Background: an optimization exercise with open tools, aiming at small area and a short achievable clock period. Do not read the settings as production practice.
No run shown here included a check of the RTL's function; only the layout flow was run.
Power is estimated from default activity; no workload was simulated.

==> flow/design.v, too long to show whole: its modules and the start of the top module <==
// module worley_field_pipe: 3678 lines
// module wl_fa: 10 lines
// module wl_ha: 9 lines
module worley_field_pipe #(
  parameter int NUM_PTS    = 4,
  parameter int COORD_W    = 10,
  parameter int H_ACTIVE   = 640,
  parameter int V_ACTIVE   = 480,
  parameter int DIST_SHIFT = 8,
  parameter int OUT_W      = 8
) (
  input  logic               clk,
  input  logic               rst_n,
  input  logic               frame_start,
  input  logic               pix_valid,
  input  logic [COORD_W-1:0] x,
  input  logic [COORD_W-1:0] y,
  output logic               noise_valid,
  output logic [OUT_W-1:0]   noise,
  output logic [2:0]         cell_id,
  output logic               busy
);
  // ...
==> flow/run.sh <==
#!/bin/bash
# synth_recipe.tcl (not shown) runs the flow's synth.tcl, then flattens the netlist and writes it again
# the make line also repeats each setting of config.mk as NAME=value (left out here)
make -C /OpenROAD-flow-scripts/flow DESIGN_CONFIG=/design/flow/config.mk WORK_HOME=/design/flow/orfs CLKGATE_MAP_FILE= SYNTH_SCRIPT=/design/flow/synth_recipe.tcl finish
==> flow/config.mk <==
export PLATFORM = sky130hd
export DESIGN_NAME = worley_field_pipe
export DESIGN_NICKNAME = worley_field_pipe
export VERILOG_FILES = /design/flow/design.v
export SDC_FILE = /design/flow/constraint.sdc
export NUM_CORES = 4
export LEC_CHECK = 0
export CAP_MARGIN = 20
export CORE_MARGIN = 2
export CORE_UTILIZATION = 60
export SETUP_SLACK_MARGIN = 4.8
export SLEW_MARGIN = 20
export SYNTH_HIERARCHICAL = 1
export SYNTH_MINIMUM_KEEP_SIZE = 0
==> flow/constraint.sdc <==
create_clock -name core_clock -period 8.0 [get_ports {clk}]
set_input_delay 1.6000 -clock core_clock [delete_from_list [all_inputs] [get_ports {clk}]]
set_output_delay 1.6000 -clock core_clock [all_outputs]
set_load 0.01 [all_outputs]
==> results.txt, run 1 <==
maximum resistive drop on vdd ~0.22 mV; top cell type's share of synthesized area between 30% and 40%; area leader, netlist dfxtp_1; largest family of logic cells by synthesized area adder cells; post-route antenna net violation count 0; worst r2r src ax2[7]; DR pass1 iterations 5; pin count of the biggest net entering global routing 50; count of cells along the worst hold path 0; uppermost routed layer met4; Yosys warning total 9; startpoint kind of the worst setup timing path flip-flop; Critical Path End Type flip-flop; number of antenna cells inserted 0; outcome timing/DRC/antenna clean; tap cell instance count approximately 670; syn nets about 3.4k; area share of fa/ha/maj cells after synthesis roughly a third; sequential fraction of total cell area 29.5%; overall die area 0.0525 sq mm; multi-input combinational cell area roughly 0.020 sq mm; cell area after layout 0.0334 sq mm; arrival time worst endpoint roughly 3.6 ns; number of remaining DRC errors 0; CP Capture Point rb2[11]; chip height roughly 230 um; min-delay worst type flip-flop to flip-flop; Largest cell class multi-input combinational cells; count of flip-flops with a built-in enable after synthesis 0; aggregate global-route resource usage around 25%; gr busiest metal met2; Top Registers px x40, py x40; post-synthesis to final-layout area growth 9.83%; setup TNS 0 ns; actual slew at the worst max-slew pin between 0.8 and 0.9 ns
==> run 2: changes to the inputs <==
--- a/flow/design.v
+++ b/flow/design.v
@@ -21,22 +21,18 @@
   logic       commit;
   always_ff @(posedge clk)
     if (!rst_n)               cnt <= 3'd0;
     else if (cnt == 3'd0)     cnt <= {2'b00, frame_start};
     else if (cnt == 3'd5)     cnt <= 3'd0;
     else                      cnt <= cnt + 3'd1;
   assign busy   = cnt != 3'd0;
   assign commit = cnt == 3'd5;
-  logic [0:0] commit_d;
-  always_ff @(posedge clk)
-    if (!rst_n) commit_d <= '0;
-    else        commit_d <= {commit_d, commit};
   logic upd;
-  assign upd = commit_d[0];
+  assign upd = commit;
   logic [9:0] px [4];
   logic [9:0] py [4];
   logic [3:0] vxn, vyn;
   logic [9:0] ux0_c;   
   assign ux0_c[0] = upd;
   assign ux0_c[1] = ux0_c[0] & (px[0][0] ^ vxn[0]);
   assign ux0_c[2] = ux0_c[1] & (px[0][1] ^ vxn[0]);
   assign ux0_c[3] = ux0_c[2] & (px[0][2] ^ vxn[0]);
@@ -209,25 +205,23 @@
       py[2] <= uy2_lo ? 10'd0 : uy2_hi ? 10'd479 : uy2_n;
       vyn[2] <= vyn[2] ^ (uy2_lo | uy2_hi);
       px[3] <= ux3_lo ? 10'd0 : ux3_hi ? 10'd639 : ux3_n;
       vxn[3] <= vxn[3] ^ (ux3_lo | ux3_hi);
       py[3] <= uy3_lo ? 10'd0 : uy3_hi ? 10'd479 : uy3_n;
       vyn[3] <= vyn[3] ^ (uy3_lo | uy3_hi);
     end
   logic [9:0] xs, ys;
-  always_ff @(posedge clk) begin
-    xs <= x;
-    ys <= y;
-  end
-  logic [5:0] vld;
+  assign xs = x;
+  assign ys = y;
+  logic [4:0] vld;
   always_ff @(posedge clk)
     if (!rst_n) vld <= '0;
     else        vld <= {vld, pix_valid};
-  assign noise_valid = vld[5];
+  assign noise_valid = vld[4];
   logic sx0_0;
   logic sx0_1;
   logic sx0_2;
   logic sx0_3;
   logic sx0_4;
   logic sx0_5;
   logic sx0_6;
   logic sx0_7;
@@ -282,16 +276,20 @@
   logic sx0_56;
   logic sx0_57;
   logic sx0_58;
   logic sx0_59;
   logic sx0_60;
   logic sx0_61;
   logic sx0_62;
   logic sx0_63;
+  logic sx0_64;
+  logic sx0_65;
+  logic sx0_66;
+  logic sx0_67;
   assign sx0_0 = xs[0] ^ ~px[0][0];
   assign sx0_1 = xs[0] & ~px[0][0];
   assign sx0_2 = xs[1] ^ ~px[0][1];
   assign sx0_3 = xs[1] & ~px[0][1];
   assign sx0_4 = xs[2] ^ ~px[0][2];
   assign sx0_5 = xs[2] & ~px[0][2];
   assign sx0_6 = xs[3] ^ ~px[0][3];
   assign sx0_7 = xs[3] & ~px[0][3];
@@ -315,49 +313,53 @@
   assign sx0_25 = sx0_7 | (sx0_6 & sx0_5);
   assign sx0_26 = sx0_6 & sx0_4;
   assign sx0_27 = sx0_11 | (sx0_10 & sx0_9);
   assign sx0_28 = sx0_10 & sx0_8;
   assign sx0_29 = sx0_15 | (sx0_14 & sx0_13);
   assign sx0_30 = sx0_14 & sx0_12;
   assign sx0_31 = sx0_19 | (sx0_18 & sx0_17);
   assign sx0_32 = sx0_18 & sx0_16;
-  assign sx0_33 = sx0_25 | (sx0_26 & sx0_23);
-  assign sx0_34 = sx0_26 & sx0_24;
-  assign sx0_35 = sx0_29 | (sx0_30 & sx0_27);
-  assign sx0_36 = sx0_30 & sx0_28;
-  assign sx0_37 = sx0_35 | (sx0_36 & sx0_33);
-  assign sx0_38 = sx0_36 & sx0_34;
-  assign sx0_39 = sx0_27 | (sx0_28 & sx0_33);
-  assign sx0_40 = sx0_28 & sx0_34;
-  assign sx0_41 = sx0_31 | (sx0_32 & sx0_37);
-  assign sx0_42 = sx0_32 & sx0_38;
-  assign sx0_43 = sx0_5 | (sx0_4 & sx0_23);
-  assign sx0_44 = sx0_4 & sx0_24;
-  assign sx0_45 = sx0_9 | (sx0_8 & sx0_33);
-  assign sx0_46 = sx0_8 & sx0_34;
-  assign sx0_47 = sx0_13 | (sx0_12 & sx0_39);
-  assign sx0_48 = sx0_12 & sx0_40;
-  assign sx0_49 = sx0_17 | (sx0_16 & sx0_37);
-  assign sx0_50 = sx0_16 & sx0_38;
-  assign sx0_51 = sx0_21 | (sx0_20 & sx0_41);
-  assign sx0_52 = sx0_20 & sx0_42;
-  assign sx0_53 = sx0_0 ^ 1'b1;
-  assign sx0_54 = sx0_2 ^ sx0_22;
-  assign sx0_55 = sx0_4 ^ sx0_23;
-  assign sx0_56 = sx0_6 ^ sx0_43;
-  assign sx0_57 = sx0_8 ^ sx0_33;
-  assign sx0_58 = sx0_10 ^ sx0_45;
-  assign sx0_59 = sx0_12 ^ sx0_39;
-  assign sx0_60 = sx0_14 ^ sx0_47;
-  assign sx0_61 = sx0_16 ^ sx0_37;
-  assign sx0_62 = sx0_18 ^ sx0_49;
-  assign sx0_63 = sx0_20 ^ sx0_41;
+  assign sx0_33 = sx0_5 | (sx0_4 & sx0_23);
+  assign sx0_34 = sx0_4 & sx0_24;
+  assign sx0_35 = sx0_25 | (sx0_26 & sx0_23);
+  assign sx0_36 = sx0_26 & sx0_24;
+  assign sx0_37 = sx0_13 | (sx0_12 & sx0_27);
+  assign sx0_38 = sx0_12 & sx0_28;
+  assign sx0_39 = sx0_29 | (sx0_30 & sx0_27);
+  assign sx0_40 = sx0_30 & sx0_28;
+  assign sx0_41 = sx0_21 | (sx0_20 & sx0_31);
+  assign sx0_42 = sx0_20 & sx0_32;
+  assign sx0_43 = sx0_9 | (sx0_8 & sx0_35);
+  assign sx0_44 = sx0_8 & sx0_36;
+  assign sx0_45 = sx0_27 | (sx0_28 & sx0_35);
+  assign sx0_46 = sx0_28 & sx0_36;
+  assign sx0_47 = sx0_37 | (sx0_38 & sx0_35);
+  assign sx0_48 = sx0_38 & sx0_36;
+  assign sx0_49 = sx0_39 | (sx0_40 & sx0_35);
+  assign sx0_50 = sx0_40 & sx0_36;
+  assign sx0_51 = sx0_17 | (sx0_16 & sx0_49);
+  assign sx0_52 = sx0_16 & sx0_50;
+  assign sx0_53 = sx0_31 | (sx0_32 & sx0_49);
+  assign sx0_54 = sx0_32 & sx0_50;
+  assign sx0_55 = sx0_41 | (sx0_42 & sx0_49);
+  assign sx0_56 = sx0_42 & sx0_50;
+  assign sx0_57 = sx0_0 ^ 1'b1;
+  assign sx0_58 = sx0_2 ^ sx0_22;
+  assign sx0_59 = sx0_4 ^ sx0_23;
+  assign sx0_60 = sx0_6 ^ sx0_33;
+  assign sx0_61 = sx0_8 ^ sx0_35;
+  assign sx0_62 = sx0_10 ^ sx0_43;
+  assign sx0_63 = sx0_12 ^ sx0_45;
+  assign sx0_64 = sx0_14 ^ sx0_47;
+  assign sx0_65 = sx0_16 ^ sx0_49;
+  assign sx0_66 = sx0_18 ^ sx0_51;
+  assign sx0_67 = sx0_20 ^ sx0_53;
   logic [10:0] dfx0;
-  assign dfx0 = {sx0_63, sx0_62, sx0_61, sx0_60, sx0_59, sx0_58, sx0_57, sx0_56, sx0_55, sx0_54, sx0_53};
+  assign dfx0 = {sx0_67, sx0_66, sx0_65, sx0_64, sx0_63, sx0_62, sx0_61, sx0_60, sx0_59, sx0_58, sx0_57};
   logic ox0_0;
   logic ox0_1;
   logic ox0_2;
   logic ox0_3;
   logic ox0_4;
   logic ox0_5;
   logic ox0_6;
   logic ox0_7;
@@ -430,16 +432,20 @@
   logic sy0_56;
   logic sy0_57;
   logic sy0_58;
   logic sy0_59;
   logic sy0_60;
   logic sy0_61;
   logic sy0_62;
   logic sy0_63;
+  logic sy0_64;
+  logic sy0_65;
+  logic sy0_66;
+  logic sy0_67;
   assign sy0_0 = ys[0] ^ ~py[0][0];
   assign sy0_1 = ys[0] & ~py[0][0];
   assign sy0_2 = ys[1] ^ ~py[0][1];
   assign sy0_3 = ys[1] & ~py[0][1];
   assign sy0_4 = ys[2] ^ ~py[0][2];
   assign sy0_5 = ys[2] & ~py[0][2];
   assign sy0_6 = ys[3] ^ ~py[0][3];
   assign sy0_7 = ys[3] & ~py[0][3];
@@ -463,49 +469,53 @@
   assign sy0_25 = sy0_7 | (sy0_6 & sy0_5);
   assign sy0_26 = sy0_6 & sy0_4;
   assign sy0_27 = sy0_11 | (sy0_10 & sy0_9);
   assign sy0_28 = sy0_10 & sy0_8;
   assign sy0_29 = sy0_15 | (sy0_14 & sy0_13);
   assign sy0_30 = sy0_14 & sy0_12;
   assign sy0_31 = sy0_19 | (sy0_18 & sy0_17);
   assign sy0_32 = sy0_18 & sy0_16;
-  assign sy0_33 = sy0_25 | (sy0_26 & sy0_23);
-  assign sy0_34 = sy0_26 & sy0_24;
-  assign sy0_35 = sy0_29 | (sy0_30 & sy0_27);
-  assign sy0_36 = sy0_30 & sy0_28;
-  assign sy0_37 = sy0_35 | (sy0_36 & sy0_33);
-  assign sy0_38 = sy0_36 & sy0_34;
-  assign sy0_39 = sy0_27 | (sy0_28 & sy0_33);
-  assign sy0_40 = sy0_28 & sy0_34;
-  assign sy0_41 = sy0_31 | (sy0_32 & sy0_37);
-  assign sy0_42 = sy0_32 & sy0_38;
-  assign sy0_43 = sy0_5 | (sy0_4 & sy0_23);
-  assign sy0_44 = sy0_4 & sy0_24;
-  assign sy0_45 = sy0_9 | (sy0_8 & sy0_33);
-  assign sy0_46 = sy0_8 & sy0_34;
-  assign sy0_47 = sy0_13 | (sy0_12 & sy0_39);
-  assign sy0_48 = sy0_12 & sy0_40;
-  assign sy0_49 = sy0_17 | (sy0_16 & sy0_37);
-  assign sy0_50 = sy0_16 & sy0_38;
-  assign sy0_51 = sy0_21 | (sy0_20 & sy0_41);
-  assign sy0_52 = sy0_20 & sy0_42;
-  assign sy0_53 = sy0_0 ^ 1'b1;
-  assign sy0_54 = sy0_2 ^ sy0_22;
-  assign sy0_55 = sy0_4 ^ sy0_23;
-  assign sy0_56 = sy0_6 ^ sy0_43;
-  assign sy0_57 = sy0_8 ^ sy0_33;
-  assign sy0_58 = sy0_10 ^ sy0_45;
-  assign sy0_59 = sy0_12 ^ sy0_39;
-  assign sy0_60 = sy0_14 ^ sy0_47;
-  assign sy0_61 = sy0_16 ^ sy0_37;
-  assign sy0_62 = sy0_18 ^ sy0_49;
-  assign sy0_63 = sy0_20 ^ sy0_41;
+  assign sy0_33 = sy0_5 | (sy0_4 & sy0_23);
+  assign sy0_34 = sy0_4 & sy0_24;
+  assign sy0_35 = sy0_25 | (sy0_26 & sy0_23);
+  assign sy0_36 = sy0_26 & sy0_24;
+  assign sy0_37 = sy0_13 | (sy0_12 & sy0_27);
+  assign sy0_38 = sy0_12 & sy0_28;
+  assign sy0_39 = sy0_29 | (sy0_30 & sy0_27);
+  assign sy0_40 = sy0_30 & sy0_28;
+  assign sy0_41 = sy0_21 | (sy0_20 & sy0_31);
+  assign sy0_42 = sy0_20 & sy0_32;
+  assign sy0_43 = sy0_9 | (sy0_8 & sy0_35);
+  assign sy0_44 = sy0_8 & sy0_36;
+  assign sy0_45 = sy0_27 | (sy0_28 & sy0_35);
+  assign sy0_46 = sy0_28 & sy0_36;
+  assign sy0_47 = sy0_37 | (sy0_38 & sy0_35);
+  assign sy0_48 = sy0_38 & sy0_36;
+  assign sy0_49 = sy0_39 | (sy0_40 & sy0_35);
+  assign sy0_50 = sy0_40 & sy0_36;
+  assign sy0_51 = sy0_17 | (sy0_16 & sy0_49);
+  assign sy0_52 = sy0_16 & sy0_50;
+  assign sy0_53 = sy0_31 | (sy0_32 & sy0_49);
+  assign sy0_54 = sy0_32 & sy0_50;
+  assign sy0_55 = sy0_41 | (sy0_42 & sy0_49);
+  assign sy0_56 = sy0_42 & sy0_50;
+  assign sy0_57 = sy0_0 ^ 1'b1;
+  assign sy0_58 = sy0_2 ^ sy0_22;
+  assign sy0_59 = sy0_4 ^ sy0_23;
+  assign sy0_60 = sy0_6 ^ sy0_33;
+  assign sy0_61 = sy0_8 ^ sy0_35;
+  assign sy0_62 = sy0_10 ^ sy0_43;
+  assign sy0_63 = sy0_12 ^ sy0_45;
+  assign sy0_64 = sy0_14 ^ sy0_47;
+  assign sy0_65 = sy0_16 ^ sy0_49;
+  assign sy0_66 = sy0_18 ^ sy0_51;
+  assign sy0_67 = sy0_20 ^ sy0_53;
   logic [10:0] dfy0;
-  assign dfy0 = {sy0_63, sy0_62, sy0_61, sy0_60, sy0_59, sy0_58, sy0_57, sy0_56, sy0_55, sy0_54, sy0_53};
+  assign dfy0 = {sy0_67, sy0_66, sy0_65, sy0_64, sy0_63, sy0_62, sy0_61, sy0_60, sy0_59, sy0_58, sy0_57};
   logic oy0_0;
   logic oy0_1;
   logic oy0_2;
   logic oy0_3;
   logic oy0_4;
   logic oy0_5;
   logic oy0_6;
   logic oy0_7;
@@ -578,16 +588,20 @@
   logic sx1_56;
   logic sx1_57;
   logic sx1_58;
   logic sx1_59;
   logic sx1_60;
   logic sx1_61;
   logic sx1_62;
   logic sx1_63;
+  logic sx1_64;
+  logic sx1_65;
+  logic sx1_66;
+  logic sx1_67;
   assign sx1_0 = xs[0] ^ ~px[1][0];
   assign sx1_1 = xs[0] & ~px[1][0];
   assign sx1_2 = xs[1] ^ ~px[1][1];
   assign sx1_3 = xs[1] & ~px[1][1];
   assign sx1_4 = xs[2] ^ ~px[1][2];
   assign sx1_5 = xs[2] & ~px[1][2];
   assign sx1_6 = xs[3] ^ ~px[1][3];
   assign sx1_7 = xs[3] & ~px[1][3];
@@ -611,49 +625,53 @@
   assign sx1_25 = sx1_7 | (sx1_6 & sx1_5);
   assign sx1_26 = sx1_6 & sx1_4;
   assign sx1_27 = sx1_11 | (sx1_10 & sx1_9);
   assign sx1_28 = sx1_10 & sx1_8;
   assign sx1_29 = sx1_15 | (sx1_14 & sx1_13);
   assign sx1_30 = sx1_14 & sx1_12;
   assign sx1_31 = sx1_19 | (sx1_18 & sx1_17);
   assign sx1_32 = sx1_18 & sx1_16;
-  assign sx1_33 = sx1_25 | (sx1_26 & sx1_23);
-  assign sx1_34 = sx1_26 & sx1_24;
-  assign sx1_35 = sx1_29 | (sx1_30 & sx1_27);
-  assign sx1_36 = sx1_30 & sx1_28;
-  assign sx1_37 = sx1_35 | (sx1_36 & sx1_33);
-  assign sx1_38 = sx1_36 & sx1_34;
-  assign sx1_39 = sx1_27 | (sx1_28 & sx1_33);
-  assign sx1_40 = sx1_28 & sx1_34;
-  assign sx1_41 = sx1_31 | (sx1_32 & sx1_37);
-  assign sx1_42 = sx1_32 & sx1_38;
-  assign sx1_43 = sx1_5 | (sx1_4 & sx1_23);
-  assign sx1_44 = sx1_4 & sx1_24;
-  assign sx1_45 = sx1_9 | (sx1_8 & sx1_33);
-  assign sx1_46 = sx1_8 & sx1_34;
-  assign sx1_47 = sx1_13 | (sx1_12 & sx1_39);
-  assign sx1_48 = sx1_12 & sx1_40;
-  assign sx1_49 = sx1_17 | (sx1_16 & sx1_37);
-  assign sx1_50 = sx1_16 & sx1_38;
-  assign sx1_51 = sx1_21 | (sx1_20 & sx1_41);
-  assign sx1_52 = sx1_20 & sx1_42;
-  assign sx1_53 = sx1_0 ^ 1'b1;
-  assign sx1_54 = sx1_2 ^ sx1_22;
-  assign sx1_55 = sx1_4 ^ sx1_23;
-  assign sx1_56 = sx1_6 ^ sx1_43;
-  assign sx1_57 = sx1_8 ^ sx1_33;
-  assign sx1_58 = sx1_10 ^ sx1_45;
-  assign sx1_59 = sx1_12 ^ sx1_39;
-  assign sx1_60 = sx1_14 ^ sx1_47;
-  assign sx1_61 = sx1_16 ^ sx1_37;
-  assign sx1_62 = sx1_18 ^ sx1_49;
-  assign sx1_63 = sx1_20 ^ sx1_41;
+  assign sx1_33 = sx1_5 | (sx1_4 & sx1_23);
+  assign sx1_34 = sx1_4 & sx1_24;
+  assign sx1_35 = sx1_25 | (sx1_26 & sx1_23);
+  assign sx1_36 = sx1_26 & sx1_24;
+  assign sx1_37 = sx1_13 | (sx1_12 & sx1_27);
+  assign sx1_38 = sx1_12 & sx1_28;
+  assign sx1_39 = sx1_29 | (sx1_30 & sx1_27);
+  assign sx1_40 = sx1_30 & sx1_28;
+  assign sx1_41 = sx1_21 | (sx1_20 & sx1_31);
+  assign sx1_42 = sx1_20 & sx1_32;
+  assign sx1_43 = sx1_9 | (sx1_8 & sx1_35);
+  assign sx1_44 = sx1_8 & sx1_36;
+  assign sx1_45 = sx1_27 | (sx1_28 & sx1_35);
+  assign sx1_46 = sx1_28 & sx1_36;
+  assign sx1_47 = sx1_37 | (sx1_38 & sx1_35);
+  assign sx1_48 = sx1_38 & sx1_36;
+  assign sx1_49 = sx1_39 | (sx1_40 & sx1_35);
+  assign sx1_50 = sx1_40 & sx1_36;
+  assign sx1_51 = sx1_17 | (sx1_16 & sx1_49);
+  assign sx1_52 = sx1_16 & sx1_50;
+  assign sx1_53 = sx1_31 | (sx1_32 & sx1_49);
+  assign sx1_54 = sx1_32 & sx1_50;
+  assign sx1_55 = sx1_41 | (sx1_42 & sx1_49);
+  assign sx1_56 = sx1_42 & sx1_50;
+  assign sx1_57 = sx1_0 ^ 1'b1;
+  assign sx1_58 = sx1_2 ^ sx1_22;
+  assign sx1_59 = sx1_4 ^ sx1_23;
+  assign sx1_60 = sx1_6 ^ sx1_33;
+  assign sx1_61 = sx1_8 ^ sx1_35;
+  assign sx1_62 = sx1_10 ^ sx1_43;
+  assign sx1_63 = sx1_12 ^ sx1_45;
+  assign sx1_64 = sx1_14 ^ sx1_47;
+  assign sx1_65 = sx1_16 ^ sx1_49;
+  assign sx1_66 = sx1_18 ^ sx1_51;
+  assign sx1_67 = sx1_20 ^ sx1_53;
   logic [10:0] dfx1;
-  assign dfx1 = {sx1_63, sx1_62, sx1_61, sx1_60, sx1_59, sx1_58, sx1_57, sx1_56, sx1_55, sx1_54, sx1_53};
+  assign dfx1 = {sx1_67, sx1_66, sx1_65, sx1_64, sx1_63, sx1_62, sx1_61, sx1_60, sx1_59, sx1_58, sx1_57};
   logic ox1_0;
   logic ox1_1;
   logic ox1_2;
   logic ox1_3;
   logic ox1_4;
   logic ox1_5;
   logic ox1_6;
   logic ox1_7;
@@ -726,16 +744,20 @@
   logic sy1_56;
   logic sy1_57;
   logic sy1_58;
   logic sy1_59;
   logic sy1_60;
   logic sy1_61;
   logic sy1_62;
   logic sy1_63;
+  logic sy1_64;
+  logic sy1_65;
+  logic sy1_66;
+  logic sy1_67;
   assign sy1_0 = ys[0] ^ ~py[1][0];
   assign sy1_1 = ys[0] & ~py[1][0];
   assign sy1_2 = ys[1] ^ ~py[1][1];
   assign sy1_3 = ys[1] & ~py[1][1];
   assign sy1_4 = ys[2] ^ ~py[1][2];
   assign sy1_5 = ys[2] & ~py[1][2];
   assign sy1_6 = ys[3] ^ ~py[1][3];
   assign sy1_7 = ys[3] & ~py[1][3];
@@ -759,49 +781,53 @@
   assign sy1_25 = sy1_7 | (sy1_6 & sy1_5);
   assign sy1_26 = sy1_6 & sy1_4;
   assign sy1_27 = sy1_11 | (sy1_10 & sy1_9);
   assign sy1_28 = sy1_10 & sy1_8;
   assign sy1_29 = sy1_15 | (sy1_14 & sy1_13);
   assign sy1_30 = sy1_14 & sy1_12;
   assign sy1_31 = sy1_19 | (sy1_18 & sy1_17);
   assign sy1_32 = sy1_18 & sy1_16;
-  assign sy1_33 = sy1_25 | (sy1_26 & sy1_23);
-  assign sy1_34 = sy1_26 & sy1_24;
-  assign sy1_35 = sy1_29 | (sy1_30 & sy1_27);
-  assign sy1_36 = sy1_30 & sy1_28;
-  assign sy1_37 = sy1_35 | (sy1_36 & sy1_33);
-  assign sy1_38 = sy1_36 & sy1_34;
-  assign sy1_39 = sy1_27 | (sy1_28 & sy1_33);
-  assign sy1_40 = sy1_28 & sy1_34;
-  assign sy1_41 = sy1_31 | (sy1_32 & sy1_37);
-  assign sy1_42 = sy1_32 & sy1_38;
-  assign sy1_43 = sy1_5 | (sy1_4 & sy1_23);
-  assign sy1_44 = sy1_4 & sy1_24;
-  assign sy1_45 = sy1_9 | (sy1_8 & sy1_33);
-  assign sy1_46 = sy1_8 & sy1_34;
-  assign sy1_47 = sy1_13 | (sy1_12 & sy1_39);
-  assign sy1_48 = sy1_12 & sy1_40;
-  assign sy1_49 = sy1_17 | (sy1_16 & sy1_37);
-  assign sy1_50 = sy1_16 & sy1_38;
-  assign sy1_51 = sy1_21 | (sy1_20 & sy1_41);
-  assign sy1_52 = sy1_20 & sy1_42;
-  assign sy1_53 = sy1_0 ^ 1'b1;
-  assign sy1_54 = sy1_2 ^ sy1_22;
-  assign sy1_55 = sy1_4 ^ sy1_23;
-  assign sy1_56 = sy1_6 ^ sy1_43;
-  assign sy1_57 = sy1_8 ^ sy1_33;
-  assign sy1_58 = sy1_10 ^ sy1_45;
-  assign sy1_59 = sy1_12 ^ sy1_39;
-  assign sy1_60 = sy1_14 ^ sy1_47;
-  assign sy1_61 = sy1_16 ^ sy1_37;
-  assign sy1_62 = sy1_18 ^ sy1_49;
-  assign sy1_63 = sy1_20 ^ sy1_41;
+  assign sy1_33 = sy1_5 | (sy1_4 & sy1_23);
+  assign sy1_34 = sy1_4 & sy1_24;
+  assign sy1_35 = sy1_25 | (sy1_26 & sy1_23);
+  assign sy1_36 = sy1_26 & sy1_24;
+  assign sy1_37 = sy1_13 | (sy1_12 & sy1_27);
+  assign sy1_38 = sy1_12 & sy1_28;
+  assign sy1_39 = sy1_29 | (sy1_30 & sy1_27);
+  assign sy1_40 = sy1_30 & sy1_28;
+  assign sy1_41 = sy1_21 | (sy1_20 & sy1_31);
+  assign sy1_42 = sy1_20 & sy1_32;
+  assign sy1_43 = sy1_9 | (sy1_8 & sy1_35);
+  assign sy1_44 = sy1_8 & sy1_36;
+  assign sy1_45 = sy1_27 | (sy1_28 & sy1_35);
+  assign sy1_46 = sy1_28 & sy1_36;
+  assign sy1_47 = sy1_37 | (sy1_38 & sy1_35);
+  assign sy1_48 = sy1_38 & sy1_36;
+  assign sy1_49 = sy1_39 | (sy1_40 & sy1_35);
+  assign sy1_50 = sy1_40 & sy1_36;
+  assign sy1_51 = sy1_17 | (sy1_16 & sy1_49);
+  assign sy1_52 = sy1_16 & sy1_50;
+  assign sy1_53 = sy1_31 | (sy1_32 & sy1_49);
+  assign sy1_54 = sy1_32 & sy1_50;
+  assign sy1_55 = sy1_41 | (sy1_42 & sy1_49);
+  assign sy1_56 = sy1_42 & sy1_50;
+  assign sy1_57 = sy1_0 ^ 1'b1;
+  assign sy1_58 = sy1_2 ^ sy1_22;
+  assign sy1_59 = sy1_4 ^ sy1_23;
+  assign sy1_60 = sy1_6 ^ sy1_33;
+  assign sy1_61 = sy1_8 ^ sy1_35;
+  assign sy1_62 = sy1_10 ^ sy1_43;
+  assign sy1_63 = sy1_12 ^ sy1_45;
+  assign sy1_64 = sy1_14 ^ sy1_47;
+  assign sy1_65 = sy1_16 ^ sy1_49;
+  assign sy1_66 = sy1_18 ^ sy1_51;
+  assign sy1_67 = sy1_20 ^ sy1_53;
   logic [10:0] dfy1;
-  assign dfy1 = {sy1_63, sy1_62, sy1_61, sy1_60, sy1_59, sy1_58, sy1_57, sy1_56, sy1_55, sy1_54, sy1_53};
+  assign dfy1 = {sy1_67, sy1_66, sy1_65, sy1_64, sy1_63, sy1_62, sy1_61, sy1_60, sy1_59, sy1_58, sy1_57};
   logic oy1_0;
   logic oy1_1;
   logic oy1_2;
   logic oy1_3;
   logic oy1_4;
   logic oy1_5;
   logic oy1_6;
   logic oy1_7;
@@ -874,16 +900,20 @@
   logic sx2_56;
   logic sx2_57;
   logic sx2_58;
   logic sx2_59;
   logic sx2_60;
   logic sx2_61;
   logic sx2_62;
   logic sx2_63;
+  logic sx2_64;
+  logic sx2_65;
+  logic sx2_66;
+  logic sx2_67;
   assign sx2_0 = xs[0] ^ ~px[2][0];
   assign sx2_1 = xs[0] & ~px[2][0];
   assign sx2_2 = xs[1] ^ ~px[2][1];
   assign sx2_3 = xs[1] & ~px[2][1];
   assign sx2_4 = xs[2] ^ ~px[2][2];
   assign sx2_5 = xs[2] & ~px[2][2];
   assign sx2_6 = xs[3] ^ ~px[2][3];
   assign sx2_7 = xs[3] & ~px[2][3];
@@ -907,49 +937,53 @@
   assign sx2_25 = sx2_7 | (sx2_6 & sx2_5);
   assign sx2_26 = sx2_6 & sx2_4;
   assign sx2_27 = sx2_11 | (sx2_10 & sx2_9);
   assign sx2_28 = sx2_10 & sx2_8;
   assign sx2_29 = sx2_15 | (sx2_14 & sx2_13);
   assign sx2_30 = sx2_14 & sx2_12;
   assign sx2_31 = sx2_19 | (sx2_18 & sx2_17);
   assign sx2_32 = sx2_18 & sx2_16;
-  assign sx2_33 = sx2_25 | (sx2_26 & sx2_23);
-  assign sx2_34 = sx2_26 & sx2_24;
-  assign sx2_35 = sx2_29 | (sx2_30 & sx2_27);
-  assign sx2_36 = sx2_30 & sx2_28;
-  assign sx2_37 = sx2_35 | (sx2_36 & sx2_33);
-  assign sx2_38 = sx2_36 & sx2_34;
-  assign sx2_39 = sx2_27 | (sx2_28 & sx2_33);
-  assign sx2_40 = sx2_28 & sx2_34;
-  assign sx2_41 = sx2_31 | (sx2_32 & sx2_37);
-  assign sx2_42 = sx2_32 & sx2_38;
-  assign sx2_43 = sx2_5 | (sx2_4 & sx2_23);
-  assign sx2_44 = sx2_4 & sx2_24;
-  assign sx2_45 = sx2_9 | (sx2_8 & sx2_33);
-  assign sx2_46 = sx2_8 & sx2_34;
-  assign sx2_47 = sx2_13 | (sx2_12 & sx2_39);
-  assign sx2_48 = sx2_12 & sx2_40;
-  assign sx2_49 = sx2_17 | (sx2_16 & sx2_37);
-  assign sx2_50 = sx2_16 & sx2_38;
-  assign sx2_51 = sx2_21 | (sx2_20 & sx2_41);
-  assign sx2_52 = sx2_20 & sx2_42;
-  assign sx2_53 = sx2_0 ^ 1'b1;
-  assign sx2_54 = sx2_2 ^ sx2_22;
-  assign sx2_55 = sx2_4 ^ sx2_23;
-  assign sx2_56 = sx2_6 ^ sx2_43;
-  assign sx2_57 = sx2_8 ^ sx2_33;
-  assign sx2_58 = sx2_10 ^ sx2_45;
-  assign sx2_59 = sx2_12 ^ sx2_39;
-  assign sx2_60 = sx2_14 ^ sx2_47;
-  assign sx2_61 = sx2_16 ^ sx2_37;
-  assign sx2_62 = sx2_18 ^ sx2_49;
-  assign sx2_63 = sx2_20 ^ sx2_41;
+  assign sx2_33 = sx2_5 | (sx2_4 & sx2_23);
+  assign sx2_34 = sx2_4 & sx2_24;
+  assign sx2_35 = sx2_25 | (sx2_26 & sx2_23);
+  assign sx2_36 = sx2_26 & sx2_24;
+  assign sx2_37 = sx2_13 | (sx2_12 & sx2_27);
+  assign sx2_38 = sx2_12 & sx2_28;
+  assign sx2_39 = sx2_29 | (sx2_30 & sx2_27);
+  assign sx2_40 = sx2_30 & sx2_28;
+  assign sx2_41 = sx2_21 | (sx2_20 & sx2_31);
+  assign sx2_42 = sx2_20 & sx2_32;
+  assign sx2_43 = sx2_9 | (sx2_8 & sx2_35);
+  assign sx2_44 = sx2_8 & sx2_36;
+  assign sx2_45 = sx2_27 | (sx2_28 & sx2_35);
+  assign sx2_46 = sx2_28 & sx2_36;
+  assign sx2_47 = sx2_37 | (sx2_38 & sx2_35);
+  assign sx2_48 = sx2_38 & sx2_36;
+  assign sx2_49 = sx2_39 | (sx2_40 & sx2_35);
+  assign sx2_50 = sx2_40 & sx2_36;
+  assign sx2_51 = sx2_17 | (sx2_16 & sx2_49);
+  assign sx2_52 = sx2_16 & sx2_50;
+  assign sx2_53 = sx2_31 | (sx2_32 & sx2_49);
+  assign sx2_54 = sx2_32 & sx2_50;
+  assign sx2_55 = sx2_41 | (sx2_42 & sx2_49);
+  assign sx2_56 = sx2_42 & sx2_50;
+  assign sx2_57 = sx2_0 ^ 1'b1;
+  assign sx2_58 = sx2_2 ^ sx2_22;
+  assign sx2_59 = sx2_4 ^ sx2_23;
+  assign sx2_60 = sx2_6 ^ sx2_33;
+  assign sx2_61 = sx2_8 ^ sx2_35;
+  assign sx2_62 = sx2_10 ^ sx2_43;
+  assign sx2_63 = sx2_12 ^ sx2_45;
+  assign sx2_64 = sx2_14 ^ sx2_47;
+  assign sx2_65 = sx2_16 ^ sx2_49;
+  assign sx2_66 = sx2_18 ^ sx2_51;
+  assign sx2_67 = sx2_20 ^ sx2_53;
   logic [10:0] dfx2;
-  assign dfx2 = {sx2_63, sx2_62, sx2_61, sx2_60, sx2_59, sx2_58, sx2_57, sx2_56, sx2_55, sx2_54, sx2_53};
+  assign dfx2 = {sx2_67, sx2_66, sx2_65, sx2_64, sx2_63, sx2_62, sx2_61, sx2_60, sx2_59, sx2_58, sx2_57};
   logic ox2_0;
   logic ox2_1;
   logic ox2_2;
   logic ox2_3;
   logic ox2_4;
   logic ox2_5;
   logic ox2_6;
   logic ox2_7;
@@ -1022,16 +1056,20 @@
   logic sy2_56;
   logic sy2_57;
   logic sy2_58;
   logic sy2_59;
   logic sy2_60;
   logic sy2_61;
   logic sy2_62;
   logic sy2_63;
+  logic sy2_64;
+  logic sy2_65;
+  logic sy2_66;
+  logic sy2_67;
   assign sy2_0 = ys[0] ^ ~py[2][0];
   assign sy2_1 = ys[0] & ~py[2][0];
   assign sy2_2 = ys[1] ^ ~py[2][1];
   assign sy2_3 = ys[1] & ~py[2][1];
   assign sy2_4 = ys[2] ^ ~py[2][2];
   assign sy2_5 = ys[2] & ~py[2][2];
   assign sy2_6 = ys[3] ^ ~py[2][3];
   assign sy2_7 = ys[3] & ~py[2][3];
@@ -1055,49 +1093,53 @@
   assign sy2_25 = sy2_7 | (sy2_6 & sy2_5);
   assign sy2_26 = sy2_6 & sy2_4;
   assign sy2_27 = sy2_11 | (sy2_10 & sy2_9);
   assign sy2_28 = sy2_10 & sy2_8;
   assign sy2_29 = sy2_15 | (sy2_14 & sy2_13);
   assign sy2_30 = sy2_14 & sy2_12;
   assign sy2_31 = sy2_19 | (sy2_18 & sy2_17);
   assign sy2_32 = sy2_18 & sy2_16;
-  assign sy2_33 = sy2_25 | (sy2_26 & sy2_23);
-  assign sy2_34 = sy2_26 & sy2_24;
-  assign sy2_35 = sy2_29 | (sy2_30 & sy2_27);
-  assign sy2_36 = sy2_30 & sy2_28;
-  assign sy2_37 = sy2_35 | (sy2_36 & sy2_33);
-  assign sy2_38 = sy2_36 & sy2_34;
-  assign sy2_39 = sy2_27 | (sy2_28 & sy2_33);
-  assign sy2_40 = sy2_28 & sy2_34;
-  assign sy2_41 = sy2_31 | (sy2_32 & sy2_37);
-  assign sy2_42 = sy2_32 & sy2_38;
-  assign sy2_43 = sy2_5 | (sy2_4 & sy2_23);
-  assign sy2_44 = sy2_4 & sy2_24;
-  assign sy2_45 = sy2_9 | (sy2_8 & sy2_33);
-  assign sy2_46 = sy2_8 & sy2_34;
-  assign sy2_47 = sy2_13 | (sy2_12 & sy2_39);
-  assign sy2_48 = sy2_12 & sy2_40;
-  assign sy2_49 = sy2_17 | (sy2_16 & sy2_37);
-  assign sy2_50 = sy2_16 & sy2_38;
-  assign sy2_51 = sy2_21 | (sy2_20 & sy2_41);
-  assign sy2_52 = sy2_20 & sy2_42;
-  assign sy2_53 = sy2_0 ^ 1'b1;
-  assign sy2_54 = sy2_2 ^ sy2_22;
-  assign sy2_55 = sy2_4 ^ sy2_23;
-  assign sy2_56 = sy2_6 ^ sy2_43;
-  assign sy2_57 = sy2_8 ^ sy2_33;
-  assign sy2_58 = sy2_10 ^ sy2_45;
-  assign sy2_59 = sy2_12 ^ sy2_39;
-  assign sy2_60 = sy2_14 ^ sy2_47;
-  assign sy2_61 = sy2_16 ^ sy2_37;
-  assign sy2_62 = sy2_18 ^ sy2_49;
-  assign sy2_63 = sy2_20 ^ sy2_41;
+  assign sy2_33 = sy2_5 | (sy2_4 & sy2_23);
+  assign sy2_34 = sy2_4 & sy2_24;
+  assign sy2_35 = sy2_25 | (sy2_26 & sy2_23);
+  assign sy2_36 = sy2_26 & sy2_24;
+  assign sy2_37 = sy2_13 | (sy2_12 & sy2_27);
+  assign sy2_38 = sy2_12 & sy2_28;
+  assign sy2_39 = sy2_29 | (sy2_30 & sy2_27);
+  assign sy2_40 = sy2_30 & sy2_28;
+  assign sy2_41 = sy2_21 | (sy2_20 & sy2_31);
+  assign sy2_42 = sy2_20 & sy2_32;
+  assign sy2_43 = sy2_9 | (sy2_8 & sy2_35);
+  assign sy2_44 = sy2_8 & sy2_36;
+  assign sy2_45 = sy2_27 | (sy2_28 & sy2_35);
+  assign sy2_46 = sy2_28 & sy2_36;
+  assign sy2_47 = sy2_37 | (sy2_38 & sy2_35);
+  assign sy2_48 = sy2_38 & sy2_36;
+  assign sy2_49 = sy2_39 | (sy2_40 & sy2_35);
+  assign sy2_50 = sy2_40 & sy2_36;
+  assign sy2_51 = sy2_17 | (sy2_16 & sy2_49);
+  assign sy2_52 = sy2_16 & sy2_50;
+  assign sy2_53 = sy2_31 | (sy2_32 & sy2_49);
+  assign sy2_54 = sy2_32 & sy2_50;
+  assign sy2_55 = sy2_41 | (sy2_42 & sy2_49);
+  assign sy2_56 = sy2_42 & sy2_50;
+  assign sy2_57 = sy2_0 ^ 1'b1;
+  assign sy2_58 = sy2_2 ^ sy2_22;
+  assign sy2_59 = sy2_4 ^ sy2_23;
+  assign sy2_60 = sy2_6 ^ sy2_33;
+  assign sy2_61 = sy2_8 ^ sy2_35;
+  assign sy2_62 = sy2_10 ^ sy2_43;
+  assign sy2_63 = sy2_12 ^ sy2_45;
+  assign sy2_64 = sy2_14 ^ sy2_47;
+  assign sy2_65 = sy2_16 ^ sy2_49;
+  assign sy2_66 = sy2_18 ^ sy2_51;
+  assign sy2_67 = sy2_20 ^ sy2_53;
   logic [10:0] dfy2;
-  assign dfy2 = {sy2_63, sy2_62, sy2_61, sy2_60, sy2_59, sy2_58, sy2_57, sy2_56, sy2_55, sy2_54, sy2_53};
+  assign dfy2 = {sy2_67, sy2_66, sy2_65, sy2_64, sy2_63, sy2_62, sy2_61, sy2_60, sy2_59, sy2_58, sy2_57};
   logic oy2_0;
   logic oy2_1;
   logic oy2_2;
   logic oy2_3;
   logic oy2_4;
   logic oy2_5;
   logic oy2_6;
   logic oy2_7;
@@ -1170,16 +1212,20 @@
   logic sx3_56;
   logic sx3_57;
   logic sx3_58;
   logic sx3_59;
   logic sx3_60;
   logic sx3_61;
   logic sx3_62;
   logic sx3_63;
+  logic sx3_64;
+  logic sx3_65;
+  logic sx3_66;
+  logic sx3_67;
   assign sx3_0 = xs[0] ^ ~px[3][0];
   assign sx3_1 = xs[0] & ~px[3][0];
   assign sx3_2 = xs[1] ^ ~px[3][1];
   assign sx3_3 = xs[1] & ~px[3][1];
   assign sx3_4 = xs[2] ^ ~px[3][2];
   assign sx3_5 = xs[2] & ~px[3][2];
   assign sx3_6 = xs[3] ^ ~px[3][3];
   assign sx3_7 = xs[3] & ~px[3][3];
@@ -1203,49 +1249,53 @@
   assign sx3_25 = sx3_7 | (sx3_6 & sx3_5);
   assign sx3_26 = sx3_6 & sx3_4;
   assign sx3_27 = sx3_11 | (sx3_10 & sx3_9);
   assign sx3_28 = sx3_10 & sx3_8;
   assign sx3_29 = sx3_15 | (sx3_14 & sx3_13);
   assign sx3_30 = sx3_14 & sx3_12;
   assign sx3_31 = sx3_19 | (sx3_18 & sx3_17);
   assign sx3_32 = sx3_18 & sx3_16;
-  assign sx3_33 = sx3_25 | (sx3_26 & sx3_23);
-  assign sx3_34 = sx3_26 & sx3_24;
-  assign sx3_35 = sx3_29 | (sx3_30 & sx3_27);
-  assign sx3_36 = sx3_30 & sx3_28;
-  assign sx3_37 = sx3_35 | (sx3_36 & sx3_33);
-  assign sx3_38 = sx3_36 & sx3_34;
-  assign sx3_39 = sx3_27 | (sx3_28 & sx3_33);
-  assign sx3_40 = sx3_28 & sx3_34;
-  assign sx3_41 = sx3_31 | (sx3_32 & sx3_37);
-  assign sx3_42 = sx3_32 & sx3_38;
-  assign sx3_43 = sx3_5 | (sx3_4 & sx3_23);
-  assign sx3_44 = sx3_4 & sx3_24;
-  assign sx3_45 = sx3_9 | (sx3_8 & sx3_33);
-  assign sx3_46 = sx3_8 & sx3_34;
-  assign sx3_47 = sx3_13 | (sx3_12 & sx3_39);
-  assign sx3_48 = sx3_12 & sx3_40;
-  assign sx3_49 = sx3_17 | (sx3_16 & sx3_37);
-  assign sx3_50 = sx3_16 & sx3_38;
-  assign sx3_51 = sx3_21 | (sx3_20 & sx3_41);
-  assign sx3_52 = sx3_20 & sx3_42;
-  assign sx3_53 = sx3_0 ^ 1'b1;
-  assign sx3_54 = sx3_2 ^ sx3_22;
-  assign sx3_55 = sx3_4 ^ sx3_23;
-  assign sx3_56 = sx3_6 ^ sx3_43;
-  assign sx3_57 = sx3_8 ^ sx3_33;
-  assign sx3_58 = sx3_10 ^ sx3_45;
-  assign sx3_59 = sx3_12 ^ sx3_39;
-  assign sx3_60 = sx3_14 ^ sx3_47;
-  assign sx3_61 = sx3_16 ^ sx3_37;
-  assign sx3_62 = sx3_18 ^ sx3_49;
-  assign sx3_63 = sx3_20 ^ sx3_41;
+  assign sx3_33 = sx3_5 | (sx3_4 & sx3_23);
+  assign sx3_34 = sx3_4 & sx3_24;
+  assign sx3_35 = sx3_25 | (sx3_26 & sx3_23);
+  assign sx3_36 = sx3_26 & sx3_24;
+  assign sx3_37 = sx3_13 | (sx3_12 & sx3_27);
+  assign sx3_38 = sx3_12 & sx3_28;
+  assign sx3_39 = sx3_29 | (sx3_30 & sx3_27);
+  assign sx3_40 = sx3_30 & sx3_28;
+  assign sx3_41 = sx3_21 | (sx3_20 & sx3_31);
+  assign sx3_42 = sx3_20 & sx3_32;
+  assign sx3_43 = sx3_9 | (sx3_8 & sx3_35);
+  assign sx3_44 = sx3_8 & sx3_36;
+  assign sx3_45 = sx3_27 | (sx3_28 & sx3_35);
+  assign sx3_46 = sx3_28 & sx3_36;
+  assign sx3_47 = sx3_37 | (sx3_38 & sx3_35);
+  assign sx3_48 = sx3_38 & sx3_36;
+  assign sx3_49 = sx3_39 | (sx3_40 & sx3_35);
+  assign sx3_50 = sx3_40 & sx3_36;
+  assign sx3_51 = sx3_17 | (sx3_16 & sx3_49);
+  assign sx3_52 = sx3_16 & sx3_50;
+  assign sx3_53 = sx3_31 | (sx3_32 & sx3_49);
+  assign sx3_54 = sx3_32 & sx3_50;
+  assign sx3_55 = sx3_41 | (sx3_42 & sx3_49);
+  assign sx3_56 = sx3_42 & sx3_50;
+  assign sx3_57 = sx3_0 ^ 1'b1;
+  assign sx3_58 = sx3_2 ^ sx3_22;
+  assign sx3_59 = sx3_4 ^ sx3_23;
+  assign sx3_60 = sx3_6 ^ sx3_33;
+  assign sx3_61 = sx3_8 ^ sx3_35;
+  assign sx3_62 = sx3_10 ^ sx3_43;
+  assign sx3_63 = sx3_12 ^ sx3_45;
+  assign sx3_64 = sx3_14 ^ sx3_47;
+  assign sx3_65 = sx3_16 ^ sx3_49;
+  assign sx3_66 = sx3_18 ^ sx3_51;
+  assign sx3_67 = sx3_20 ^ sx3_53;
   logic [10:0] dfx3;
-  assign dfx3 = {sx3_63, sx3_62, sx3_61, sx3_60, sx3_59, sx3_58, sx3_57, sx3_56, sx3_55, sx3_54, sx3_53};
+  assign dfx3 = {sx3_67, sx3_66, sx3_65, sx3_64, sx3_63, sx3_62, sx3_61, sx3_60, sx3_59, sx3_58, sx3_57};
   logic ox3_0;
   logic ox3_1;
   logic ox3_2;
   logic ox3_3;
   logic ox3_4;
   logic ox3_5;
   logic ox3_6;
   logic ox3_7;
@@ -1318,16 +1368,20 @@
   logic sy3_56;
   logic sy3_57;
   logic sy3_58;
   logic sy3_59;
   logic sy3_60;
   logic sy3_61;
   logic sy3_62;
   logic sy3_63;
+  logic sy3_64;
+  logic sy3_65;
+  logic sy3_66;
+  logic sy3_67;
   assign sy3_0 = ys[0] ^ ~py[3][0];
   assign sy3_1 = ys[0] & ~py[3][0];
   assign sy3_2 = ys[1] ^ ~py[3][1];
   assign sy3_3 = ys[1] & ~py[3][1];
   assign sy3_4 = ys[2] ^ ~py[3][2];
   assign sy3_5 = ys[2] & ~py[3][2];
   assign sy3_6 = ys[3] ^ ~py[3][3];
   assign sy3_7 = ys[3] & ~py[3][3];
@@ -1351,49 +1405,53 @@
   assign sy3_25 = sy3_7 | (sy3_6 & sy3_5);
   assign sy3_26 = sy3_6 & sy3_4;
   assign sy3_27 = sy3_11 | (sy3_10 & sy3_9);
   assign sy3_28 = sy3_10 & sy3_8;
   assign sy3_29 = sy3_15 | (sy3_14 & sy3_13);
   assign sy3_30 = sy3_14 & sy3_12;
   assign sy3_31 = sy3_19 | (sy3_18 & sy3_17);
   assign sy3_32 = sy3_18 & sy3_16;
-  assign sy3_33 = sy3_25 | (sy3_26 & sy3_23);
-  assign sy3_34 = sy3_26 & sy3_24;
-  assign sy3_35 = sy3_29 | (sy3_30 & sy3_27);
-  assign sy3_36 = sy3_30 & sy3_28;
-  assign sy3_37 = sy3_35 | (sy3_36 & sy3_33);
-  assign sy3_38 = sy3_36 & sy3_34;
-  assign sy3_39 = sy3_27 | (sy3_28 & sy3_33);
-  assign sy3_40 = sy3_28 & sy3_34;
-  assign sy3_41 = sy3_31 | (sy3_32 & sy3_37);
-  assign sy3_42 = sy3_32 & sy3_38;
-  assign sy3_43 = sy3_5 | (sy3_4 & sy3_23);
-  assign sy3_44 = sy3_4 & sy3_24;
-  assign sy3_45 = sy3_9 | (sy3_8 & sy3_33);
-  assign sy3_46 = sy3_8 & sy3_34;
-  assign sy3_47 = sy3_13 | (sy3_12 & sy3_39);
-  assign sy3_48 = sy3_12 & sy3_40;
-  assign sy3_49 = sy3_17 | (sy3_16 & sy3_37);
-  assign sy3_50 = sy3_16 & sy3_38;
-  assign sy3_51 = sy3_21 | (sy3_20 & sy3_41);
-  assign sy3_52 = sy3_20 & sy3_42;
-  assign sy3_53 = sy3_0 ^ 1'b1;
-  assign sy3_54 = sy3_2 ^ sy3_22;
-  assign sy3_55 = sy3_4 ^ sy3_23;
-  assign sy3_56 = sy3_6 ^ sy3_43;
-  assign sy3_57 = sy3_8 ^ sy3_33;
-  assign sy3_58 = sy3_10 ^ sy3_45;
-  assign sy3_59 = sy3_12 ^ sy3_39;
-  assign sy3_60 = sy3_14 ^ sy3_47;
-  assign sy3_61 = sy3_16 ^ sy3_37;
-  assign sy3_62 = sy3_18 ^ sy3_49;
-  assign sy3_63 = sy3_20 ^ sy3_41;
+  assign sy3_33 = sy3_5 | (sy3_4 & sy3_23);
+  assign sy3_34 = sy3_4 & sy3_24;
+  assign sy3_35 = sy3_25 | (sy3_26 & sy3_23);
+  assign sy3_36 = sy3_26 & sy3_24;
+  assign sy3_37 = sy3_13 | (sy3_12 & sy3_27);
+  assign sy3_38 = sy3_12 & sy3_28;
+  assign sy3_39 = sy3_29 | (sy3_30 & sy3_27);
+  assign sy3_40 = sy3_30 & sy3_28;
+  assign sy3_41 = sy3_21 | (sy3_20 & sy3_31);
+  assign sy3_42 = sy3_20 & sy3_32;
+  assign sy3_43 = sy3_9 | (sy3_8 & sy3_35);
+  assign sy3_44 = sy3_8 & sy3_36;
+  assign sy3_45 = sy3_27 | (sy3_28 & sy3_35);
+  assign sy3_46 = sy3_28 & sy3_36;
+  assign sy3_47 = sy3_37 | (sy3_38 & sy3_35);
+  assign sy3_48 = sy3_38 & sy3_36;
+  assign sy3_49 = sy3_39 | (sy3_40 & sy3_35);
+  assign sy3_50 = sy3_40 & sy3_36;
+  assign sy3_51 = sy3_17 | (sy3_16 & sy3_49);
+  assign sy3_52 = sy3_16 & sy3_50;
+  assign sy3_53 = sy3_31 | (sy3_32 & sy3_49);
+  assign sy3_54 = sy3_32 & sy3_50;
+  assign sy3_55 = sy3_41 | (sy3_42 & sy3_49);
+  assign sy3_56 = sy3_42 & sy3_50;
+  assign sy3_57 = sy3_0 ^ 1'b1;
+  assign sy3_58 = sy3_2 ^ sy3_22;
+  assign sy3_59 = sy3_4 ^ sy3_23;
+  assign sy3_60 = sy3_6 ^ sy3_33;
+  assign sy3_61 = sy3_8 ^ sy3_35;
+  assign sy3_62 = sy3_10 ^ sy3_43;
+  assign sy3_63 = sy3_12 ^ sy3_45;
+  assign sy3_64 = sy3_14 ^ sy3_47;
+  assign sy3_65 = sy3_16 ^ sy3_49;
+  assign sy3_66 = sy3_18 ^ sy3_51;
+  assign sy3_67 = sy3_20 ^ sy3_53;
   logic [10:0] dfy3;
-  assign dfy3 = {sy3_63, sy3_62, sy3_61, sy3_60, sy3_59, sy3_58, sy3_57, sy3_56, sy3_55, sy3_54, sy3_53};
+  assign dfy3 = {sy3_67, sy3_66, sy3_65, sy3_64, sy3_63, sy3_62, sy3_61, sy3_60, sy3_59, sy3_58, sy3_57};
   logic oy3_0;
   logic oy3_1;
   logic oy3_2;
   logic oy3_3;
   logic oy3_4;
   logic oy3_5;
   logic oy3_6;
   logic oy3_7;
==> flow/config.mk (replaced) <==
export PLATFORM = sky130hd
export DESIGN_NAME = worley_field_pipe
export DESIGN_NICKNAME = worley_field_pipe
export VERILOG_FILES = /design/flow/design.v
export SDC_FILE = /design/flow/constraint.sdc
export NUM_CORES = 4
export LEC_CHECK = 0
export CAP_MARGIN = 20
export CORE_MARGIN = 2
export CORE_UTILIZATION = 40
export SETUP_SLACK_MARGIN = 4.8
export SLEW_MARGIN = 20
export SYNTH_HIERARCHICAL = 1
export SYNTH_MINIMUM_KEEP_SIZE = 0
==> run 2 against run 1 <==
- die area rose by 48%
- wire length is 14% higher
- critical path type is now input pin to flip-flop
- hold slack improved by 0.0068 ns
- critical endpoint is now ax2[9]
- register-to-register slack got worse by 0.24 ns
- first-iteration DRC count shrank 20%
- still clean
==> results.txt, run 2 <==
outcome timing/DRC/antenna clean; Internal slightly below 8 mW; count of endpoints failing setup in the final report 0; leading cell type in the layout, fill and taps excluded dfxtp_1; maximum resistive drop on vdd 0.190 mV (-13%); TritonCTS clock tree yes; CORE AREA 0.0746 sq mm; final worst path period share roughly 45%; #FFs+latches synth approximately 470; via count a little over 20k; DR pass1 iterations 5 (unchanged); most used standard cells in the synthesized netlist 466 x dfxtp_1, 376 x and2_1, 356 x fa_1, 222 x inv_1, 189 x ha_1; total power consumption of the routed design about 13 mW; number of remaining DRC errors 0 (unchanged); post-route antenna net violation count 0 (unchanged); Yosys warning total 9 (unchanged); Critical-path top delay cell fa_2; post-synthesis instance total around 2.9k; number of sinks driven by the clock tree between 400 and 500; final critical-path required period 3.57 ns; maximum count of clock buffers along a single path 3; Initial DRC Count about 860; Top Registers px x40, py x40; I/O pins 37; sw frac approximately 39%; cells along the critical path buf_6 > clkinvlp_4 > buf_6 > fa_2 > nand2b_4 > nand2b_4 > a21oi_2 > fa_2 > nor2b_4 > a22oi_2 > o22ai_1 > nor3b_4 > o2111ai_2 > o21ai_2 > xnor2_1; startpoint kind of the worst setup timing path input pin; H-tree depth 2; CTS clk-pin slew, worst paths approximately 0.060 ns; starting density of the core approximately 40%; count of flip-flops with a built-in enable after synthesis 0 (unchanged); post-synthesis average cell area between 10 and 15 sq um; min-delay worst type flip-flop to flip-flop; Vias per Instance 5.07; Crit Path Class input pin to flip-flop; maximum clock rate 0.280 GHz; most frequent cells in the layout 433 x dfxtp_1, 372 x and2_1, 332 x fa_1; Sequential Area roughly 0.0094 sq mm; aggregate global-route resource usage 18.5% (-6.3 points); maximum fanout count along the critical path 4; hold-fix buffer count after cts 0; wire length of the first global-routing pass approximately 120000 um; worst skew pair latency ~0.62 ns; stage delay of the slowest cell on the critical path ~0.38 ns; sequential share of power a little under a third; share of final-layout standard cells stronger than drive strength 1 14.6%; average wire per standard cell ~18 um; multi-input combinational cell area 0.0209 sq mm (+6.1%); worst slew margin relative to its limit 32.7%; leakage power 14.8 nW; most frequent cell after synthesis dfxtp_1; TritonCTS buffer count 53; FP Rows 100; top cell type's share of synthesized area 30.9% (-1.2 points); setup TNS 0 ns (unchanged); overall die area 0.0776 sq mm (+48%); number of antenna violations at the first check in global routing 0; number of maximum-capacitance constraint violations 0; total global routing overflow 0; Post-Layout Cell Count a little over 4k; number of nets in the layout about 3.6k; cell types with the largest area share after synthesis dfxtp_1 31%, fa_1 24%, ha_1 7.8%; chip height 279 um (+22%); total count of max-transition violations in the final report 0; Routed WL about 71000 um; pre-CTS setup slack a little over 3 ns; setup repair after global routing missed its margin true; WP data required ~8.5 ns; syn nets 3444 (+1.9%); pin count of the biggest net entering global routing 33 (-34%); vias in the first global route 21.8k; number of distinct library cells after synthesis 81; proportion of power drawn by the clock network about a fifth; actual slew at the worst max-slew pin 1.01 ns (+0.200 ns); ys flop type dfxtp_1; HPWL after detailed placement about 55000 um; Async S/R FF share, synth 0%; width of the die between 200 and 300 um; total power per unit cell area ~360 mW/mm^2; cell area after synthesis approximately 0.030 sq mm; count of fill cells added during filler insertion ~6.8k; portion of total power attributed to combinational logic 47.9%; post-synthesis to final-layout area growth 17.1%; post-route worst setup slack 4.43 ns; net switching power figure 4.88 mW; Final GP Congestion ~0.89; Critical Path End Type flip-flop; port buffer count 35; share of synthesized area occupied by flip-flops and latches 30.9%; arrival time worst endpoint 4.11 ns (+0.48 ns); area leader, netlist dfxtp_1; root buf cell clkbuf_16; Setup Skew ~0.025 ns; Placed Cells incl. Taps 3856; final hold violation count 0
==> run 2: cell types whose count changed after synthesis, moves of 13 or more <==
| cell | delta |
|---|---|
| dfxtp_1 | -22 |
| mux2_2 | +18 |
| nand2_1 | -25 |
| clkbuf_1 | -13 |
| o21a_1 | -13 |
| xnor2_1 | +27 |
| a21oi_1 | +18 |
| nand3_1 | +16 |
| nor2_1 | +82 |
| mux2_4 | -27 |
==> run 2: timing repair <==
| action | in CTS | in global routing |
|---|---|---|
| resized for setup | 160 | 112 |
| pin swaps | 82 | 70 |
| gates cloned | 0 | 1 |
| setup buffers | 45 | 25 |
| endpoints found under the setup margin | 119 | 114 |
==> run 2: layout make-up <==
| class | instances | share of cell area (%) |
|---|---|---|
| clock buffers | 70 | 4.22 |
| inverters | 222 | 2.46 |
| flip-flops and latches | 466 | 26.6 |
| repair buffers | 110 | 2.83 |
| well taps | 969 | 3.43 |
| clock inverters | 29 | 1.12 |
| multi-input cells | 2160 | 59.3 |
| diodes | 1 | 0.00708 |
==> run 2: per-layer routing <==
layer  track usage [%]  share of wire [%]
met1              23.3                 44
met2              33.1                 50
met3              2.18                3.1
met4              5.57                3.0
met5                 0                  0
==> run 2: kinds of logic after synthesis <==
group	after synthesis	share of synthesized area, %
other cells	1	0.0124
buf+inv	250	3.22
fa+ha+maj	562	32.0
simple gates	920	16.7
compound gates	403	8.76
flops	466	30.9
mux	39	1.49
xor+xnor	234	6.80
==> run 2: power groups by stage <==
stage                     Clock [mW]  Combinational (mW)  Sequential [mW]
after floorplan                    0                4.53             3.70
final                           2.59                6.07             4.01
after global placement             0                5.86             4.04
after detailed placement           0                6.04             4.06
after CTS                       2.66                6.12             4.02
after global routing            2.76                7.03             4.11
==> run 2: worst max-delay path, delay by kind of cell <==
family / cells / cell delay [ns]
buffers and inverters: 3 / 0.34
AOI/OAI and AO/OA: 5 / 0.61
xor gates and xnor gates: 1 / 0.14
adders and majority gates: 2 / 0.75
and+or+nand+nor: 4 / 0.65
==> run 2: final timing paths <==
path                from       to  slack, ns  cells past startpoint
setup / recovery    x[1]   ax2[9]       4.43                     15
hold / removal    vld[3]   vld[4]       0.43                      1
setup reg to reg  ax2[9]  rb2[14]       4.60                      6
hold reg to reg   vld[3]   vld[4]       0.43                      1
==> run 2: per-stage QoR <==
step | cell area, sq um | hold slack [ns] | util (%)
after CTS | 34700 | 0.435 | 46.5
after global placement | 32000 | 0.419 | 43.0
after detailed placement | 32000 | 0.420 | 43.0
final | 35300 | 0.431 | 47.4
after global routing | 35300 | 0.459 | 47.4
after floorplan | 30600 | 0.397 | -
==> run 2: modules after synthesis, one instance, submodules excluded <==
module	area (sq um)	cells inside	flip-flops and latches	copies in the design
wl_fa	20.0	1	0	288
wl_ha	12.5	1	0	40
worley_field_pipe	23900	2547	466	1

[what the ideal ports hide]
How much do the figures lean on ideal ports? The routed layouts below were timed once more, with nothing changed but the port constraints.
Step 1: set_driving_cell puts a clkbuf_16 on clk and a buf_2 on each other input, an assumption about the parent block.
Step 2 also shifts input and output timing later by t, the mid clock arrival at the registers, as if the neighbouring blocks saw the same clock.
Three values: no drivers, after step 1, after step 2; two values: the first two.
| run | t (ns) | setup WS [ns] | worst setup path after step 2 | latest minus earliest clock arrival (ns) | worst slew at a driven data input, ns |
|---|---|---|---|---|---|
| run 1 | 0.647 | 4.845 / 4.845 / 4.488 | input to register | 0.026 / 0.025 | 0.04 |
| run 2 | 0.669 | 4.432 / 4.458 / 3.789 | input to register | 0.027 / 0.027 | 0.07 |
After both steps every run listed still meets setup and hold. The setup slack of run 2, which loses most, moves by +0.026 ns with the drivers and by -0.643 ns with both steps.
